Source: an optimization exercise on an open RTL-to-GDS flow (aim: small area and a short achievable clock period). Production flows keep margins and buffers that such runs may drop.
Only simulation tests tie the RTL to the original design; equivalence was not proved.
Power and IR drop assume default switching activity.

==> v26 <==
## streebog_block_packer
module streebog_block_packer #(
  parameter int IN_WIDTH  = 64,
  parameter int OUT_DEPTH = 2
) (
  input  logic                               clk_i,
  input  logic                               rstn_i,
  input  logic                               abort_i,
  input  logic [IN_WIDTH-1:0]                s_data_i,
  input  logic                               s_valid_i,
  output logic                               s_ready_o,
  input  logic                               s_last_i,
  input  logic [$clog2(IN_WIDTH/8+1)-1:0]    s_nbytes_i,
  output logic [511:0]                       m_data_o,
  output logic                               m_valid_o,
  input  logic                               m_ready_i,
  output logic                               m_last_o,
  output logic [9:0]                         m_last_len_o,
  output logic                               busy_o
);
==> module streebog_block_packer, before the edit <==
module streebog_block_packer #(
  parameter int IN_WIDTH  = 64,
  parameter int OUT_DEPTH = 2
) (
  input  logic                               clk_i,
  input  logic                               rstn_i,
  input  logic                               abort_i,
  input  logic [IN_WIDTH-1:0]                s_data_i,
  input  logic                               s_valid_i,
  output logic                               s_ready_o,
  input  logic                               s_last_i,
  input  logic [$clog2(IN_WIDTH/8+1)-1:0]    s_nbytes_i,
  output logic [511:0]                       m_data_o,
  output logic                               m_valid_o,
  input  logic                               m_ready_i,
  output logic                               m_last_o,
  output logic [9:0]                         m_last_len_o,
  output logic                               busy_o
);
  logic [2:0]   cnt_q;
  logic         ready_q;
  logic         hd_v_q, sc_v_q;
  logic         nf_q;       
  logic         nc_q;       
  logic         busy_q;
  logic [2:0]   cnt_d;
  logic         hd_v_d, sc_v_d;
  logic [447:0] asm_q;
  logic [511:0] hd_q, sc_q;    
  logic [6:0]   hd_len_q, sc_len_q;    
  logic         hd_last_q, sc_last_q;
  logic         cnt7, closes, accept, push, pop, keep, clr;
  logic [7:0]   bm;         
  logic [63:0]  wd;         
  logic         pad_next;   
  logic [511:0] pd;         
  logic [6:0]   pd_len;
  logic         pd_last;
  assign cnt7      = (cnt_q == 3'd7);
  assign closes    = s_last_i || cnt7;
  assign s_ready_o = nf_q || (ready_q && m_ready_i) || (nc_q && !s_last_i);
  assign accept    = s_valid_i && s_ready_o && !abort_i;
  assign push      = accept && closes;
  assign pop       = hd_v_q && m_ready_i && !abort_i;
  always_comb begin
    for (int j = 0; j < 8; j++) begin
      bm[j] = !s_last_i || (s_nbytes_i > 4'(j));
      for (int b = 0; b < 8; b++) wd[8*j+b] = s_data_i[8*j+b] && bm[j];
      if (s_last_i && s_nbytes_i == 4'(j)) wd[8*j] = 1'b1;
    end
    pad_next = (s_nbytes_i == 4'd8);
    for (int k = 0; k < 7; k++)
      pd[64*k +: 64] = asm_q[64*k +: 64] | (cnt_q == 3'(k) ? wd : 64'd0);
    pd[448 +: 64] = cnt7 ? wd : 64'd0;
    for (int k = 1; k < 8; k++)
      if (cnt_q == 3'(k - 1) && pad_next) pd[64*k] = 1'b1;
    pd_last = s_last_i;
    pd_len  = s_last_i ? {cnt_q, 3'd0} + 7'(s_nbytes_i) : 7'd64;
  end
  always_comb begin
    cnt_d  = cnt_q;
    hd_v_d = hd_v_q;
    sc_v_d = sc_v_q;
    if (abort_i) begin
      cnt_d  = '0;
      hd_v_d = 1'b0;
      sc_v_d = 1'b0;
    end else begin
      if (accept) cnt_d = closes ? 3'd0 : cnt_q + 3'd1;
      if (push && !pop) begin
        hd_v_d = 1'b1;
        sc_v_d = hd_v_q;
      end else if (pop && !push) begin
        hd_v_d = sc_v_q;
        sc_v_d = 1'b0;
      end
    end
  end
  always_ff @(posedge clk_i or negedge rstn_i) begin
    if (!rstn_i) begin
      cnt_q   <= '0;
      ready_q <= 1'b0;
      hd_v_q  <= 1'b0;
      sc_v_q  <= 1'b0;
      nf_q    <= 1'b0;
      nc_q    <= 1'b0;
      busy_q  <= 1'b0;
    end else begin
      ready_q <= 1'b1;
      cnt_q   <= cnt_d;
      hd_v_q  <= hd_v_d;
      sc_v_q  <= sc_v_d;
      nf_q    <= !sc_v_d;
      nc_q    <= (cnt_d != 3'd7);
      busy_q  <= (cnt_d != 3'd0) || hd_v_d;
    end
  end
  assign keep = accept && !closes;
  assign clr  = !ready_q || abort_i || push;
  always_ff @(posedge clk_i) begin
    for (int k = 0; k < 7; k++)
      if (clr || cnt_q == 3'(k)) asm_q[64*k +: 64] <= keep ? s_data_i : 64'd0;
  end
  always_ff @(posedge clk_i) begin
    if (!sc_v_q || m_ready_i) begin
      sc_q      <= ~pd;    
      sc_len_q  <= pd_len;
      sc_last_q <= pd_last;
    end
    if (!hd_v_q || m_ready_i) begin
      hd_q      <= sc_v_q ? ~sc_q     : pd;
      hd_len_q  <= sc_v_q ? sc_len_q  : pd_len;
      hd_last_q <= sc_v_q ? sc_last_q : pd_last;
    end
  end
  assign m_valid_o    = hd_v_q;
  assign m_data_o     = hd_q;
  assign m_last_len_o = {hd_len_q, 3'd0};
  assign m_last_o     = hd_last_q;
  assign busy_o       = busy_q;
endmodule
==> flow/config.mk <==
export PLATFORM = sky130hd
export DESIGN_NAME = streebog_block_packer
export DESIGN_NICKNAME = streebog_block_packer
export VERILOG_FILES = /design/flow/design.v
export SDC_FILE = /design/flow/constraint.sdc
export NUM_CORES = 4
export LEC_CHECK = 0
export CAP_MARGIN = 20
export CORE_MARGIN = 2
export CORE_UTILIZATION = 55
export SETUP_SLACK_MARGIN = 3.0
export SLEW_MARGIN = 20
==> flow/constraint.sdc <==
create_clock -name core_clock -period 5.5 [get_ports {clk_i}]
set_input_delay 1.1000 -clock core_clock [delete_from_list [all_inputs] [get_ports {clk_i}]]
set_output_delay 1.1000 -clock core_clock [all_outputs]
set_load 0.01 [all_outputs]
standard.sh (not shown) runs the stock make flow with config.mk's settings and CLKGATE_MAP_FILE= SYNTH_SCRIPT=/design/flow/synth_recipe.tcl, a recipe that flattens the netlist after the stock synthesis.
==> flow/flow/run.sh <==
#!/bin/bash
# Standard ORFS layout (the standard.sh, unchanged synthesis and steps),
# with the port buffers that global placement inserts made as the smallest
# buffer instead of the default pick; timing repair still resizes any of them.
set -euo pipefail
export BUFFER_PORTS_ARGS="-buffer_cell sky130_fd_sc_hd__buf_1"
bash standard.sh > standard_flow.log 2>&1
==> v22: changes against v26 <==
==> flow/design.v (replaced) <==
package streebog_pkg;
  localparam int BLOCK_BITS = 512;
  localparam int LEN_W      = 10;
endpackage
module streebog_block_packer #(
  parameter int IN_WIDTH  = 64,
  parameter int OUT_DEPTH = 2
) (
  input  logic                               clk_i,
  input  logic                               rstn_i,
  input  logic                               abort_i,
  input  logic [IN_WIDTH-1:0]                s_data_i,
  input  logic                               s_valid_i,
  output logic                               s_ready_o,
  input  logic                               s_last_i,
  input  logic [$clog2(IN_WIDTH/8+1)-1:0]    s_nbytes_i,
  output logic [511:0]                       m_data_o,
  output logic                               m_valid_o,
  input  logic                               m_ready_i,
  output logic                               m_last_o,
  output logic [9:0]                         m_last_len_o,
  output logic                               busy_o
);
  logic [2:0]   cnt_q;
  logic         ready_q;
  logic         hd_v_q, sc_v_q;
  logic [447:0] asm_q;
  logic [511:0] hd_q, sc_q;
  logic [6:0]   hd_len_q, sc_len_q;    
  logic         hd_last_q, sc_last_q;
  logic         cnt7, closes, accept, push, pop;
  logic [7:0]   bm;         
  logic [63:0]  wd;         
  logic         pad_next;   
  logic [511:0] pd;         
  logic [6:0]   pd_len;
  logic         pd_last;
  assign cnt7      = (cnt_q == 3'd7);
  assign closes    = s_last_i || cnt7;
  assign s_ready_o = ready_q && (!closes || !sc_v_q || m_ready_i);
  assign accept    = s_valid_i && s_ready_o && !abort_i;
  assign push      = accept && closes;
  assign pop       = hd_v_q && m_ready_i && !abort_i;
  always_comb begin
    for (int j = 0; j < 8; j++) begin
      bm[j] = !s_last_i || (s_nbytes_i > 4'(j));
      for (int b = 0; b < 8; b++) wd[8*j+b] = s_data_i[8*j+b] && bm[j];
      if (s_last_i && s_nbytes_i == 4'(j)) wd[8*j] = 1'b1;
    end
    pad_next = (s_nbytes_i == 4'd8);
    for (int k = 0; k < 7; k++) begin
      if (cnt_q > 3'(k))       pd[64*k +: 64] = asm_q[64*k +: 64];
      else if (cnt_q == 3'(k)) pd[64*k +: 64] = wd;
      else                     pd[64*k +: 64] = '0;
    end
    pd[448 +: 64] = cnt7 ? wd : 64'd0;
    for (int k = 1; k < 8; k++)
      if (cnt_q == 3'(k - 1) && pad_next) pd[64*k] = 1'b1;
    pd_last = s_last_i;
    pd_len  = s_last_i ? {cnt_q, 3'd0} + 7'(s_nbytes_i) : 7'd64;
  end
  always_ff @(posedge clk_i or negedge rstn_i) begin
    if (!rstn_i) begin
      cnt_q   <= '0;
      ready_q <= 1'b0;
      hd_v_q  <= 1'b0;
      sc_v_q  <= 1'b0;
    end else begin
      ready_q <= 1'b1;
      if (abort_i) begin
        cnt_q  <= '0;
        hd_v_q <= 1'b0;
        sc_v_q <= 1'b0;
      end else begin
        if (accept) cnt_q <= closes ? 3'd0 : cnt_q + 3'd1;
        if (push && !pop) begin
          hd_v_q <= 1'b1;
          sc_v_q <= hd_v_q;
        end else if (pop && !push) begin
          hd_v_q <= sc_v_q;
          sc_v_q <= 1'b0;
        end
      end
    end
  end
  always_ff @(posedge clk_i) begin
    for (int k = 0; k < 7; k++)
      if (cnt_q == 3'(k)) asm_q[64*k +: 64] <= s_data_i;
  end
  always_ff @(posedge clk_i) begin
    if (!sc_v_q || m_ready_i) begin
      sc_q      <= pd;
      sc_len_q  <= pd_len;
      sc_last_q <= pd_last;
    end
    if (!hd_v_q || m_ready_i) begin
      hd_q      <= sc_v_q ? sc_q      : pd;
      hd_len_q  <= sc_v_q ? sc_len_q  : pd_len;
      hd_last_q <= sc_v_q ? sc_last_q : pd_last;
    end
  end
  assign m_valid_o    = hd_v_q;
  assign m_data_o     = hd_q;
  assign m_last_len_o = {hd_len_q, 3'd0};
  assign m_last_o     = hd_last_q;
  assign busy_o       = (cnt_q != '0) || hd_v_q;
endmodule
==> flow/run.sh (new file) <==
#!/bin/bash
# synth_recipe.tcl (not shown) runs the flow's synth.tcl, then flattens the netlist and writes it again
# the make line also repeats each setting of config.mk as NAME=value (left out here)
make -C /OpenROAD-flow-scripts/flow DESIGN_CONFIG=/design/flow/config.mk WORK_HOME=/design/flow/orfs CLKGATE_MAP_FILE= SYNTH_SCRIPT=/design/flow/synth_recipe.tcl finish
SETUP_SLACK_MARGIN = 1.5   (was 3.0)
removed: flow/flow/run.sh
removed: flow/standard.sh
==> comparison table <==
metric	v26	v22
Result of the run	complete, no violations	complete, no violations
Detailed-routed wire length on met2	71000 um	76000 um
CP Max Fanout	4	20
Arithmetic-cell share of the synthesized area counting full adders, half adders and majority gates	0.182%	0.176%
Number of multi-input logic gates	1270	1461
Mean cell area of the mapped netlist	18.8 um2	18.0 um2
Mapped Area	0.0550 mm2	0.0569 mm2
Width of the chip	320 um	326 um
Initial core utilization	55.2%	55.7%
Power in combinational cells	0.00180 W	0.00101 W
Fraction of the cycle the final worst path needs	50.8%	71.8%
Num rows	116	117
Met1 WL	59200 um	62300 um
Layout-stage area growth over the synthesis result	17.9%	21.6%
Final nets	3703	3851
Vert. Die Dim	320 um	326 um
Count of cells resized by post-cts repair	105	11
Slowest cell delay on critical path	140 ps	610 ps
Sequential share of cell area	69.2%	64.8%

[afterwards: timing with drivers on the ports]
No port has a modelled driver above. Below, the same layouts with a new extraction and two added sets of constraints. Step 1 assumes that a clkbuf_16 drives the clock port and a buf_2 every other input. Step 2 moves the port delays by t, midway between the first and last clock arrival at a register: inputs arrive t later, outputs are due t later. That takes back most of the time a late clock gives input paths. Slacks: ideal ports / drivers / drivers and shift; pairs: ideal ports / drivers.
| run | shift t [ns] | slack for setup (ns) | hold slack, ns | slew at the worst register clock pin (ns) | worst slew at a driven data input, ns |
|---|---|---|---|---|---|
| v26 | 0.805 | 2.708 / 2.636 / 2.217 | 0.326 / 0.387 / 0.509 | 0.07 / 0.07 | 0.15 |
| v22 | 0.819 | 1.553 / 1.476 / 1.147 | 0.525 / 0.525 / 0.525 | 0.07 / 0.07 | 0.14 |
After both steps every run listed still meets setup and hold. For v26, which loses most, drivers alone change the setup slack by -0.072 ns; drivers and shift together by -0.491 ns.
